This design comes from an exercise in tuning for a short achievable clock period and few clock cycles on the open sky130 flow, not from production work.
Function was checked by simulation only, so behaviour that the tests miss may differ from the original.

==> run a <==
## rv_pipeline_top
module rv_pipeline_top #(
    parameter logic [rv_pipe_pkg::XLEN-1:0] RESET_PC = '0
) (
    input  logic                         clock,
    input  logic                         reset,
    output logic [1:0]                   mem_cmd,
    output logic [rv_pipe_pkg::XLEN-1:0] mem_addr,
    output logic [rv_pipe_pkg::XLEN-1:0] mem_wdata,
    input  logic [rv_pipe_pkg::XLEN-1:0] mem_rdata,
    output logic                         commit_valid,
    output logic                         commit_wr_en,
    output logic [4:0]                   commit_wr_idx,
    output logic [rv_pipe_pkg::XLEN-1:0] commit_wr_data,
    output logic [rv_pipe_pkg::XLEN-1:0] commit_npc,
    output logic [1:0]                   status
);
Settings: LEC_CHECK=0, ABC_CLOCK_PERIOD_IN_PS=1000, CAP_MARGIN=20, CORE_MARGIN=2, CORE_UTILIZATION=35, SETUP_SLACK_MARGIN=3, SLEW_MARGIN=20; clock period 7.0 ns.
run.sh (not shown) runs the stock make flow with config.mk's settings and CLKGATE_MAP_FILE= SYNTH_SCRIPT=/design/flow/synth_recipe.tcl, a recipe that flattens the netlist after the stock synthesis.
==> run b: changes against run a <==
--- a/flow/design.v
+++ b/flow/design.v
@@ -85,72 +85,66 @@
     output logic [rv_pipe_pkg::XLEN-1:0] commit_npc,
     output logic [1:0]                   status
 );
     localparam int CI = 5;              
     localparam int CN = 1 << CI;        
     localparam int TL = CI + 2;         
     logic [31:2]  pc;
     logic         ic_v   [0:CN-1];
-    logic [10:TL] ic_tag [0:CN-1];
+    logic [31:TL] ic_tag [0:CN-1];
     logic [31:0]  ic_inst[0:CN-1];
     logic         ic_tk  [0:CN-1];      
-    logic [10:2]  ic_npc [0:CN-1];      
-    logic         fl_v;
-    logic [31:2]  fl_pc;
-    logic [31:0]  fl_inst;
-    logic         fl_tk;
-    logic [31:2]  fl_npc;
+    logic [31:2]  ic_npc [0:CN-1];      
     logic         d_v;
     logic [31:2]  d_pc;
     logic [31:0]  d_inst;
     logic         d_ftk;                
     logic         d_mem;                
     logic         stopped;              
     logic         e_v;
     logic [31:2]  e_npc;
     logic [31:2]  e_tgt;
     logic [31:0]  e_a, e_b, e_sd;
-    logic         e_add, e_sub, e_and, e_or, e_xor;
+    logic         e_sub, e_and, e_or, e_xor;
     logic         e_ld, e_st, e_br, e_bne, e_pred;
     logic [4:0]   e_rd;
     logic         e_wen, e_halt, e_ill;
-    logic         bus_st;               
-    logic         m_acc;                
-    logic [31:0]  bus_addr;
     logic         m_v;
     logic [31:2]  m_npc;
     logic [4:0]   m_rd;
     logic         m_wen;
     logic [31:0]  m_res, m_sd;
     logic         m_ld, m_st, m_halt, m_ill;
     logic         w_v;
     logic [31:2]  w_npc;
     logic [4:0]   w_rd;
     logic         w_wen;
     logic [31:0]  w_val;
     logic         w_halt, w_ill;
     logic [31:0]  rf [0:31];
     logic [CI-1:0] f_idx;
     logic          f_hit;
+    logic          m_acc;
     logic          f_ok;
     logic [31:0]   f_inst;
     assign f_idx  = pc[TL-1:2];
-    assign f_hit  = ic_v[f_idx] && ic_tag[f_idx] == pc[10:TL];
+    assign f_hit  = ic_v[f_idx] && ic_tag[f_idx] == pc[31:TL];
     assign f_ok   = f_hit || !m_acc;
     assign f_inst = f_hit ? ic_inst[f_idx] : mem_rdata;
     logic [6:0]  opc;
     logic [2:0]  f3;
     logic [6:0]  f7;
     logic [4:0]  rd, rs1, rs2;
     logic        is_op, is_addi, is_lw, is_sw, is_br, is_wfi, is_ill;
     logic        use1, use2, d_wen, pred;
     logic [31:0] imm_i, imm_s, imm_b;
     logic [31:2] d_tgt, d_npc4;
     logic        ld_hz, issue, d_redir;
+    logic [31:0] v1, v2;
     assign opc = d_inst[6:0];
     assign f3  = d_inst[14:12];
     assign f7  = d_inst[31:25];
     assign rd  = d_inst[11:7];
     assign rs1 = d_inst[19:15];
     assign rs2 = d_inst[24:20];
     assign is_op   = opc == 7'b0110011 &&
                      ((f7 == 7'h00 && (f3 == 3'b000 || f3 == 3'b100 || f3 == 3'b110 || f3 == 3'b111))
@@ -167,115 +161,83 @@
     assign imm_i = {{20{d_inst[31]}}, d_inst[31:20]};
     assign imm_s = {{20{d_inst[31]}}, d_inst[31:25], d_inst[11:7]};
     assign imm_b = {{19{d_inst[31]}}, d_inst[31], d_inst[7], d_inst[30:25], d_inst[11:8], 1'b0};
     assign pred   = is_br && ((rs1 == rs2) ? !f3[0] : (f3[0] || d_inst[31]));
     assign d_tgt  = d_pc + imm_b[31:2];
     assign d_npc4 = d_pc + 30'd1;
     assign ld_hz = e_v && e_ld && e_wen &&
                    ((use1 && e_rd == rs1) || (use2 && e_rd == rs2));
-    function automatic logic [31:0] ks_add(input logic [31:0] a, input logic [31:0] b,
-                                           input logic cin);
-        logic [31:0] g, p, gn, pn;
-        g    = a & b;
-        p    = a ^ b;
-        g[0] = g[0] | (p[0] & cin);
-        for (int d = 1; d < 32; d = d * 2) begin
-            gn = g;
-            pn = p;
-            for (int i = d; i < 32; i++) begin
-                gn[i] = g[i] | (p[i] & g[i - d]);
-                pn[i] = p[i] & p[i - d];
-            end
-            g = gn;
-            p = pn;
-        end
-        ks_add = (a ^ b) ^ {g[30:0], cin};
-    endfunction
-    logic [31:0] e_sum, e_dif, e_alu;
+    logic [31:0] e_bx, e_sum, e_alu;
     logic        e_taken, e_redir;
     logic [31:2] e_rpc;
-    assign e_sum   = ks_add(e_a, e_b, 1'b0);
-    assign e_dif   = ks_add(e_a, ~e_b, 1'b1);
-    assign e_alu   = ({32{e_add}} & e_sum) | ({32{e_sub}} & e_dif) |
-                     ({32{e_and}} & (e_a & e_b)) | ({32{e_or}} & (e_a | e_b)) |
-                     ({32{e_xor}} & (e_a ^ e_b));
+    assign e_bx    = e_b ^ {32{e_sub}};
+    assign e_sum   = e_a + e_bx + {31'd0, e_sub};
+    assign e_alu   = e_and ? (e_a & e_b) :
+                     e_or  ? (e_a | e_b) :
+                     e_xor ? (e_a ^ e_b) : e_sum;
     assign e_taken = (e_a == e_b) ^ e_bne;
     assign e_redir = e_v && e_br && (e_taken != e_pred);
     assign e_rpc   = e_taken ? e_tgt : e_npc;
     assign issue   = d_v && !ld_hz && !stopped && !e_redir;
     assign d_redir = issue && pred && !d_ftk;
     logic [31:0] m_val;
+    assign m_acc = m_v && (m_ld || m_st);
     assign m_val = m_ld ? mem_rdata : m_res;
-    assign mem_cmd   = bus_st ? 2'd2 : 2'd1;   
-    assign mem_addr  = bus_addr;
+    assign mem_cmd   = (m_v && m_st) ? 2'd2 : 2'd1;   
+    assign mem_addr  = m_acc ? m_res : {pc, 2'b00};
     assign mem_wdata = m_sd;
-    logic        e1, e2, m1, m2;
-    logic [31:0] o1, o2, v1, v2;
-    assign e1 = rs1 != 5'd0 && e_v && e_wen && e_rd == rs1;
-    assign e2 = rs2 != 5'd0 && e_v && e_wen && e_rd == rs2;
-    assign m1 = rs1 != 5'd0 && m_v && m_wen && m_rd == rs1;
-    assign m2 = rs2 != 5'd0 && m_v && m_wen && m_rd == rs2;
-    assign o1 = m1 ? m_val : (rs1 == 5'd0) ? 32'd0 : rf[rs1];
-    assign o2 = m2 ? m_val : (rs2 == 5'd0) ? 32'd0 : rf[rs2];
-    assign v1 = e1 ? e_alu : o1;
-    assign v2 = e2 ? e_alu : o2;
-    logic        f_take;                 
-    logic [31:2] pc_seq, pc_next;
-    assign f_take  = !e_redir && !d_redir && (!d_v || issue);
-    assign pc_seq  = (m_acc || !f_take) ? pc : pc + 30'd1;
-    always_comb begin
-        if (reset)
-            pc_next = RESET_PC[31:2];
-        else if (e_redir)
-            pc_next = e_rpc;
-        else if (d_redir)
-            pc_next = d_tgt;
-        else if (f_take && f_hit)
-            pc_next = {pc[31:11], ic_npc[f_idx]};
+    function automatic logic [31:0] fwd(input logic [4:0] idx);
+        if (idx == 5'd0)
+            fwd = '0;
+        else if (e_v && e_wen && e_rd == idx)
+            fwd = e_alu;
+        else if (m_v && m_wen && m_rd == idx)
+            fwd = m_val;
         else
-            pc_next = pc_seq;
-    end
+            fwd = rf[idx];
+    endfunction
+    assign v1 = fwd(rs1);
+    assign v2 = fwd(rs2);
     always_ff @(posedge clock) begin
-        pc <= pc_next;
-        if (reset || e_redir || d_redir) begin
+        if (reset) begin
+            pc  <= RESET_PC[31:2];
+            d_v <= 1'b0;
+        end else if (e_redir) begin
+            pc  <= e_rpc;
+            d_v <= 1'b0;
+        end else if (d_redir) begin
+            pc  <= d_tgt;
             d_v <= 1'b0;
         end else if (!d_v || issue) begin
-            d_v    <= f_ok;
-            d_pc   <= pc;
-            d_inst <= f_inst;
-            d_ftk  <= f_hit && ic_tk[f_idx];
-            d_mem  <= !f_hit;
+            if (f_ok) begin
+                pc     <= f_hit ? ic_npc[f_idx] : pc + 30'd1;
+                d_v    <= 1'b1;
+                d_pc   <= pc;
+                d_inst <= f_inst;
+                d_ftk  <= f_hit && ic_tk[f_idx];
+                d_mem  <= !f_hit;
+            end else begin
+                d_v <= 1'b0;
+            end
         end
     end
     always_ff @(posedge clock) begin
-        bus_st   <= !reset && e_v && e_st;
-        m_acc    <= !reset && e_v && (e_ld || e_st);
-        bus_addr <= (!reset && e_v && (e_ld || e_st)) ? e_alu : {pc_next, 2'b00};
-    end
-    always_ff @(posedge clock) begin
-        fl_v    <= !reset && d_v && d_mem;
-        fl_pc   <= d_pc;
-        fl_inst <= d_inst;
-        fl_tk   <= pred;
-        fl_npc  <= pred ? d_tgt : d_npc4;
-    end
-    always_ff @(posedge clock) begin
         if (reset) begin
             for (int i = 0; i < CN; i++) ic_v[i] <= 1'b0;
-        end else if (fl_v) begin
-            ic_v[fl_pc[TL-1:2]] <= fl_npc[31:11] == fl_pc[31:11];
+        end else if (d_v && d_mem) begin
+            ic_v[d_pc[TL-1:2]] <= 1'b1;
         end
     end
     always_ff @(posedge clock) begin
-        if (fl_v) begin
-            ic_tag [fl_pc[TL-1:2]] <= fl_pc[10:TL];
-            ic_inst[fl_pc[TL-1:2]] <= fl_inst;
-            ic_tk  [fl_pc[TL-1:2]] <= fl_tk;
-            ic_npc [fl_pc[TL-1:2]] <= fl_npc[10:2];
+        if (d_v && d_mem) begin
+            ic_tag [d_pc[TL-1:2]] <= d_pc[31:TL];
+            ic_inst[d_pc[TL-1:2]] <= d_inst;
+            ic_tk  [d_pc[TL-1:2]] <= pred;
+            ic_npc [d_pc[TL-1:2]] <= pred ? d_tgt : d_npc4;
         end
     end
     always_ff @(posedge clock) begin
         if (reset)
             stopped <= 1'b0;
         else if (issue && (is_wfi || is_ill))
             stopped <= 1'b1;
     end
@@ -285,17 +247,16 @@
         e_tgt  <= d_tgt;
         e_a    <= v1;
         e_b    <= (is_addi || is_lw) ? imm_i : is_sw ? imm_s : v2;
         e_sd   <= v2;
         e_sub  <= is_op && f7[5];
         e_and  <= is_op && f3 == 3'b111;
         e_or   <= is_op && f3 == 3'b110;
         e_xor  <= is_op && f3 == 3'b100;
-        e_add  <= !(is_op && (f7[5] || f3 != 3'b000));
         e_ld   <= is_lw;
         e_st   <= is_sw;
         e_br   <= is_br;
         e_bne  <= f3[0];
         e_pred <= pred;
         e_rd   <= rd;
         e_wen  <= d_wen;
         e_halt <= is_wfi;
Settings changed: ABC_CLOCK_PERIOD_IN_PS 1000 to not set, SETUP_SLACK_MARGIN 3 to not set.
==> comparison table <==
Result of the run: run a timing/DRC/antenna clean; run b timing/DRC/antenna clean
Sink count of the clock tree: run a 3107; run b 4335
Post-CTS setup repair buffer count: run a 15; run b 0
Critical Path Fanout Max: run a 87; run b 54
Data arrival at the endpoint of the critical path: run a 4.77 ns; run b 6.62 ns
Number of design-rule violations left by the first detailed-router iteration: run a 8925; run b 13400
Final setup skew: run a 0.107 ns; run b 0.152 ns
Overall die height: run a 612 um; run b 715 um
Post-synth EDFFs: run a 2592; run b 3904
Gate count after technology mapping: run a 6898; run b 8801
Total number of tap cells: run a 4950; run b 6706
Headroom to the max-slew limit: run a 0.206; run b 0.192
Setup slack, reg-to-reg: run a 3.05 ns; run b 1.24 ns
Share of synthesized area spent on multiplexers: run a 0.208; run b 0.203
Post-synthesis share of cell area spent on full adders, half adders and majority gates: run a 0.0126; run b 0.00927
Die W: run a 612 um; run b 715 um
Maximum achievable frequency: run a 253 MHz; run b 174 MHz
Testbench counts of run a, summed over its fixed seeds: cycles 34,352.
Testbench counts of run b, summed over its fixed seeds: cycles 34,352.

==> afterwards: timing with drivers on the ports <==
The flow's constraints put no driver on any port. The routed layouts listed below were extracted and timed again, unchanged, in two steps.
Step 1 (the two cells are an assumption about what drives the block):
set clk [get_ports {clock}]
set_driving_cell -lib_cell sky130_fd_sc_hd__clkbuf_16 $clk
set_driving_cell -lib_cell sky130_fd_sc_hd__buf_2 [delete_from_list [all_inputs] $clk]
Step 2 adds t to the input delays and takes it off the output delays; t is the mean of the earliest and latest rising clock arrival at the registers after step 1. Input paths then give back, and output paths get back, about the clock's delay inside the block.
Three values: no drivers, after step 1, after step 2; two values: the first two.
run	t, ns	setup slack, ns	slew at the worst register clock pin (ns)	worst slew at a driven data input, ns
run a	1.002	3.052 / 3.052 / 2.876	0.07 / 0.07	0.24
run b	1.135	1.241 / 1.241 / 1.241	0.07 / 0.07	0.38
After both steps every run listed still meets setup and hold. For run a, which loses most, drivers alone change the setup slack by 0.000 ns; drivers and shift together by -0.176 ns.
